This is an optimization exercise on Yosys and OpenROAD, whose aim is small area, a short achievable clock period and few clock cycles per item, not a production implementation.
At most, simulation tests tie the RTL to the original design; equivalence was not proved.
No activity file was given, so power comes from the tool's default toggle rates.

==> flow/design.v <==
`default_nettype none
package cwu_pkg;
    localparam int SEG_W      = 16;
    localparam int THRESH_W   = 32;
    localparam int TMO_CFG_W  = 24;
    localparam int CFG_DATA_W = 32;
    localparam int CFG_IDX_W  = 2;
    localparam int OUT_WIN_W  = 32;
    localparam int OUT_TMO_W  = 24;
    localparam int SQ_W       = 2 * SEG_W;
    localparam int DIV_STEPS  = SQ_W;
    localparam int CNT_W      = $clog2(DIV_STEPS);
    localparam logic [SEG_W-1:0]     SEG_RESET    = 16'd1000;
    localparam logic [THRESH_W-1:0]  THRESH_RESET = 32'd64000;
    localparam logic [TMO_CFG_W-1:0] CEIL_RESET   = 24'hFF_FFFF;
    localparam int                   INIT_TMO     = 1000;
    localparam logic OP_TIMEOUT = 1'b0;
    localparam logic OP_ACK     = 1'b1;
    typedef enum logic [CFG_IDX_W-1:0] {
        REG_SEGMENT_SIZE = 2'd0,
        REG_SSTHRESH     = 2'd1,
        REG_INIT_TIMEOUT = 2'd2,
        REG_CEILING      = 2'd3
    } cfg_reg_t;
    typedef struct packed {
        logic accept;
        logic square;
        logic div_step;
        logic commit;
    } cwu_cmd_t;
    typedef struct packed {
        logic need_div;
        logic out_free;
    } cwu_status_t;
endpackage
`default_nettype wire
`default_nettype none
module tcp_congestion_window_update #(
    parameter int WINDOW_BITS  = 32,
    parameter int TIMEOUT_BITS = 24
) (
    input  wire logic                             clk,
    input  wire logic                             rst_n,
    input  wire logic                             cfg_write,
    input  wire logic [cwu_pkg::CFG_IDX_W-1:0]    cfg_index,
    input  wire logic [cwu_pkg::CFG_DATA_W-1:0]   cfg_data,
    input  wire logic                             in_valid,
    output logic                                  in_ready,
    input  wire logic                             operation,
    input  wire logic                             new_data_acked,
    output logic                                  out_valid,
    input  wire logic                             out_ready,
    output logic [cwu_pkg::OUT_WIN_W-1:0]         window,
    output logic [cwu_pkg::OUT_TMO_W-1:0]         timeout_value,
    output logic                                  retransmit,
    output logic                                  restart_timer,
    output logic                                  in_avoidance
);
    localparam logic [1:0] ST_IDLE = 2'd0;
    localparam logic [1:0] ST_DIV  = 2'd1;    
    localparam logic [1:0] ST_FIN  = 2'd2;    
    logic [15:0] seg_reg;
    logic [31:0] thr_reg;
    logic [23:0] ceil_reg;
    logic [31:0] sq_reg;
    logic        sq_busy;
    logic [4:0]  sq_cnt;       
    logic        sq_bit;       
    logic [31:0] win_reg;
    logic [23:0] tmo_reg;
    logic        ov_reg;
    logic        rex_reg;
    logic        avo_reg;
    logic        f0v, f0op, f0nd;
    logic        f1v, f1op, f1nd;
    logic [1:0]  st;
    logic [32:0] rem_reg;      
    logic [31:0] q_reg;
    logic [4:0]  j_reg;        
    logic        nb_reg;       
    logic [4:0]  mm_reg;       
    logic        qz_reg;       
    logic        stale_reg;    
    logic        avoid;
    logic        free;
    logic        push;
    logic        head_div;
    logic [4:0]  msb_w;
    logic [4:0]  msb_s;
    logic [5:0]  kdiff;
    logic [31:0] rem_init;
    logic [4:0]  psel;
    logic        nb_next;
    logic        sub1;
    logic [32:0] y1;
    logic        qb1;
    logic        sq_clear;
    logic [32:0] bx;
    logic [31:0] add_b;
    logic [32:0] add_s;
    logic [31:0] win_sat;
    logic [24:0] tmo_dbl;
    logic [23:0] tmo_new;
    logic        pop;
    logic        commit_nd;    
    logic        commit_fin;   
    logic        start;        
    logic        load_start;
    logic        is_to, is_ss, is_dz;
    assign avoid    = win_reg >= thr_reg;
    assign free     = !ov_reg || out_ready;
    assign push     = in_valid && !f1v;
    assign head_div = f0op && f0nd;
    always_comb begin
        msb_w = '0;
        msb_s = '0;
        for (int i = 0; i < 32; i++) begin
            if (win_reg[i]) msb_w = i[4:0];
            if (sq_reg[i])  msb_s = i[4:0];
        end
    end
    assign kdiff = {1'b0, msb_s} - {1'b0, msb_w};
    assign rem_init = sq_busy ? 32'd0 : (sq_reg >> 1) >> mm_reg;
    assign psel     = (st == ST_DIV) ? j_reg - 5'd1 : mm_reg;
    assign nb_next  = sq_reg[psel];
    assign sq_clear = sq_busy && sq_cnt[4];
    assign sub1 = !rem_reg[32] && !sq_busy;
    assign bx   = sq_busy ? (sq_bit ? {17'd0, seg_reg} : 33'd0) : ({1'b0, win_reg} ^ {33{sub1}});
    assign y1   = {rem_reg[31:0], nb_reg} + bx + {32'd0, sub1};
    assign qb1  = !y1[32];
    assign add_b   = (st == ST_FIN) ? q_reg : {16'd0, seg_reg};
    assign add_s   = {1'b0, win_reg} + {1'b0, add_b};
    assign win_sat = add_s[32] ? 32'hFFFF_FFFF : add_s[31:0];
    assign tmo_dbl = {tmo_reg, 1'b0};
    assign tmo_new = (tmo_dbl > {1'b0, ceil_reg}) ? ceil_reg : tmo_dbl[23:0];
    assign is_to  = !f0op;
    assign is_ss  = head_div && !avoid;
    assign is_dz  = head_div && avoid && (qz_reg || win_reg == '0);   
    always_comb begin
        commit_nd  = 1'b0;
        commit_fin = 1'b0;
        start      = 1'b0;
        if (!sq_busy) begin
            if (st == ST_FIN) begin
                commit_fin = free;
                start      = free && f0v && head_div && !qz_reg && !stale_reg;
            end else if (st == ST_IDLE && f0v) begin
                if (head_div && avoid && !is_dz)
                    start = !stale_reg;
                else
                    commit_nd = free && !(is_dz && stale_reg);
            end
        end
    end
    assign pop        = commit_nd || start;
    assign load_start = (st == ST_IDLE) || (st == ST_FIN && free);
    always_ff @(posedge clk or negedge rst_n) begin
        if (!rst_n) begin
            seg_reg   <= 16'd1000;
            thr_reg   <= 32'd64000;
            ceil_reg  <= 24'hFF_FFFF;
            sq_reg    <= 32'd1000000;
            sq_busy   <= 1'b0;
            sq_cnt    <= 5'd0;
            win_reg   <= 32'd1000;
            tmo_reg   <= 24'd1000;
            ov_reg    <= 1'b0;
            f0v       <= 1'b0;
            f1v       <= 1'b0;
            st        <= ST_IDLE;
            stale_reg <= 1'b1;
        end else begin
            if (cfg_write) begin
                case (cfg_index)
                    2'd0: begin
                        seg_reg <= cfg_data[15:0];
                        sq_busy <= 1'b1;
                        sq_cnt  <= 5'd16;
                    end
                    2'd1: thr_reg  <= cfg_data;
                    2'd3: ceil_reg <= cfg_data[23:0];
                    default: ;
                endcase
            end
            if (sq_busy && !(cfg_write && cfg_index == 2'd0)) begin
                sq_cnt <= sq_cnt - 5'd1;
                if (sq_cnt == 5'd0) begin
                    sq_busy <= 1'b0;
                    sq_reg  <= y1[31:0];
                end
            end
            if (pop) begin
                f0v <= f1v || push;
                f1v <= 1'b0;
            end else if (push) begin
                if (f0v) f1v <= 1'b1;
                else     f0v <= 1'b1;
            end
            if (commit_nd || commit_fin)
                ov_reg <= 1'b1;
            else if (out_ready)
                ov_reg <= 1'b0;
            if (commit_fin) begin
                win_reg <= win_sat;
            end else if (commit_nd) begin
                if (is_to) begin
                    win_reg <= {16'd0, seg_reg};
                    tmo_reg <= tmo_new;
                end else if (is_ss) begin
                    win_reg <= win_sat;
                end else if (is_dz && win_reg == '0) begin
                    win_reg <= 32'hFFFF_FFFF;
                end
            end
            stale_reg <= (commit_nd && is_to) || sq_busy;
            if (start)
                st <= ST_DIV;
            else if (commit_fin)
                st <= ST_IDLE;
            else if (st == ST_DIV && j_reg == 5'd0)
                st <= ST_FIN;
        end
    end
    always_ff @(posedge clk) begin
        sq_bit <= seg_reg[4'(sq_cnt - 5'd1)];
        mm_reg <= kdiff[4:0];
        qz_reg <= kdiff[5] || (sq_reg == '0);
        if (pop) begin
            f0op <= f1v ? f1op : operation;
            f0nd <= f1v ? f1nd : new_data_acked;
        end else if (push && !f0v) begin
            f0op <= operation;
            f0nd <= new_data_acked;
        end
        if (push && f0v && !pop) begin
            f1op <= operation;
            f1nd <= new_data_acked;
        end
        if (commit_nd) begin
            rex_reg <= is_to;
            avo_reg <= avoid;
        end else if (commit_fin) begin
            rex_reg <= 1'b0;
            avo_reg <= 1'b1;
        end
        if (st == ST_DIV || (sq_busy && !sq_clear)) begin
            rem_reg <= y1;
            q_reg   <= {q_reg[30:0], qb1};
            j_reg   <= j_reg - 5'd1;
            nb_reg  <= nb_next && !sq_busy;
        end else if (load_start) begin
            rem_reg <= {1'b0, rem_init};
            q_reg   <= '0;
            j_reg   <= mm_reg;
            nb_reg  <= nb_next && !sq_busy;
        end
    end
    assign in_ready      = !f1v;
    assign out_valid     = ov_reg;
    assign window        = win_reg;
    assign timeout_value = tmo_reg;
    assign retransmit    = rex_reg;
    assign restart_timer = rex_reg;
    assign in_avoidance  = avo_reg;
endmodule
`default_nettype wire
Settings: LEC_CHECK=0, CAP_MARGIN=20, CORE_MARGIN=2, CORE_UTILIZATION=40, SETUP_SLACK_MARGIN=4.5, SLEW_MARGIN=20; clock period 8.5 ns.
run.sh (not shown) runs the stock make flow with config.mk's settings and CLKGATE_MAP_FILE= SYNTH_SCRIPT=/design/flow/synth_recipe.tcl, a recipe that flattens the netlist after the stock synthesis.
Edit:
--- a/flow/design.v
+++ b/flow/design.v
@@ -141,14 +141,12 @@
         commit_fin = 1'b0;
         start      = 1'b0;
-        if (!sq_busy) begin
-            if (st == ST_FIN) begin
-                commit_fin = free;
-                start      = free && f0v && head_div && !qz_reg && !stale_reg;
-            end else if (st == ST_IDLE && f0v) begin
-                if (head_div && avoid && !is_dz)
-                    start = !stale_reg;
-                else
-                    commit_nd = free && !(is_dz && stale_reg);
-            end
+        if (st == ST_FIN) begin
+            commit_fin = free;
+            start      = free && f0v && head_div && !qz_reg && !stale_reg && !sq_busy;
+        end else if (st == ST_IDLE && f0v) begin
+            if (head_div && avoid && !is_dz)
+                start = !stale_reg && !sq_busy;
+            else
+                commit_nd = free && !(is_dz && (stale_reg || sq_busy));
         end
     end
@@ -160,7 +158,6 @@
             thr_reg   <= 32'd64000;
             ceil_reg  <= 24'hFF_FFFF;
-            sq_reg    <= 32'd1000000;
-            sq_busy   <= 1'b0;
-            sq_cnt    <= 5'd0;
+            sq_busy   <= 1'b1;        
+            sq_cnt    <= 5'd16;
             win_reg   <= 32'd1000;
             tmo_reg   <= 24'd1000;
@@ -185,8 +182,6 @@
             if (sq_busy && !(cfg_write && cfg_index == 2'd0)) begin
                 sq_cnt <= sq_cnt - 5'd1;
-                if (sq_cnt == 5'd0) begin
+                if (sq_cnt == 5'd0)
                     sq_busy <= 1'b0;
-                    sq_reg  <= y1[31:0];
-                end
             end
             if (pop) begin
@@ -224,4 +219,6 @@
     always_ff @(posedge clk) begin
         sq_bit <= seg_reg[4'(sq_cnt - 5'd1)];
+        if (sq_busy && sq_cnt == 5'd0 && !(cfg_write && cfg_index == 2'd0))
+            sq_reg <= y1[31:0];
         mm_reg <= kdiff[4:0];
         qz_reg <= kdiff[5] || (sq_reg == '0);
@@ -246,13 +243,14 @@
         if (st == ST_DIV || (sq_busy && !sq_clear)) begin
             rem_reg <= y1;
-            q_reg   <= {q_reg[30:0], qb1};
             j_reg   <= j_reg - 5'd1;
-            nb_reg  <= nb_next && !sq_busy;
-        end else if (load_start) begin
+        end else begin
             rem_reg <= {1'b0, rem_init};
-            q_reg   <= '0;
             j_reg   <= mm_reg;
-            nb_reg  <= nb_next && !sq_busy;
-        end
+        end
+        nb_reg <= nb_next && !sq_busy;
+        if (st == ST_DIV)
+            q_reg <= {q_reg[30:0], qb1};
+        else if (load_start)
+            q_reg <= '0;
     end
     assign in_ready      = !f1v;
The changed run passed the timing, design-rule and antenna checks.
Total power is lower by a quarter to a third.
Clock-buffer cell count is lower by 7.
Fmax is higher by a few percent.
Final cell count is lower by a little under a tenth.
Synthesized area is lower by a few percent.
Core utilization is lower by 0.20 points.
Flip-flop and latch count stays the same.
Worst setup slack improves by 99 ps.
Clock power hardly moves.
Hold slack hardly moves.
Via count is lower by roughly a tenth.
Global-route usage is lower by 1.9 points.
Testbench counts after the change, summed over its fixed seeds: cycles 24,030, items 4,800.
No functional check of the RTL was part of the first run of this note.

## static timing again, ports no longer ideal
In the flow no input, the clock included, has a driving cell. The finished layouts below were timed again as built, in two steps.
Step 1, drivers: a clkbuf_16 drives clk and a buf_2 each remaining input, both assumed.
Step 2 times the ports against the registers' clock, not the clock port: input delays grow and output delays shrink by t, the midpoint of the rising clock arrivals with the driver on.
Slacks: ideal ports / drivers / drivers and shift; pairs: ideal ports / drivers.
run	t, ns	slack for setup (ns)	worst setup path after step 2	worst data-port slew with drivers (ns)	pins driven straight from the clock port
the first run	0.639	4.588 / 4.588 / 4.158	input to register	0.12	1
the second run	0.630	4.688 / 4.688 / 4.318	input to register	0.05	1
After both steps every run listed still meets setup and hold. The setup slack of the first run, which loses most, moves by 0.000 ns with the drivers and by -0.430 ns with both steps.
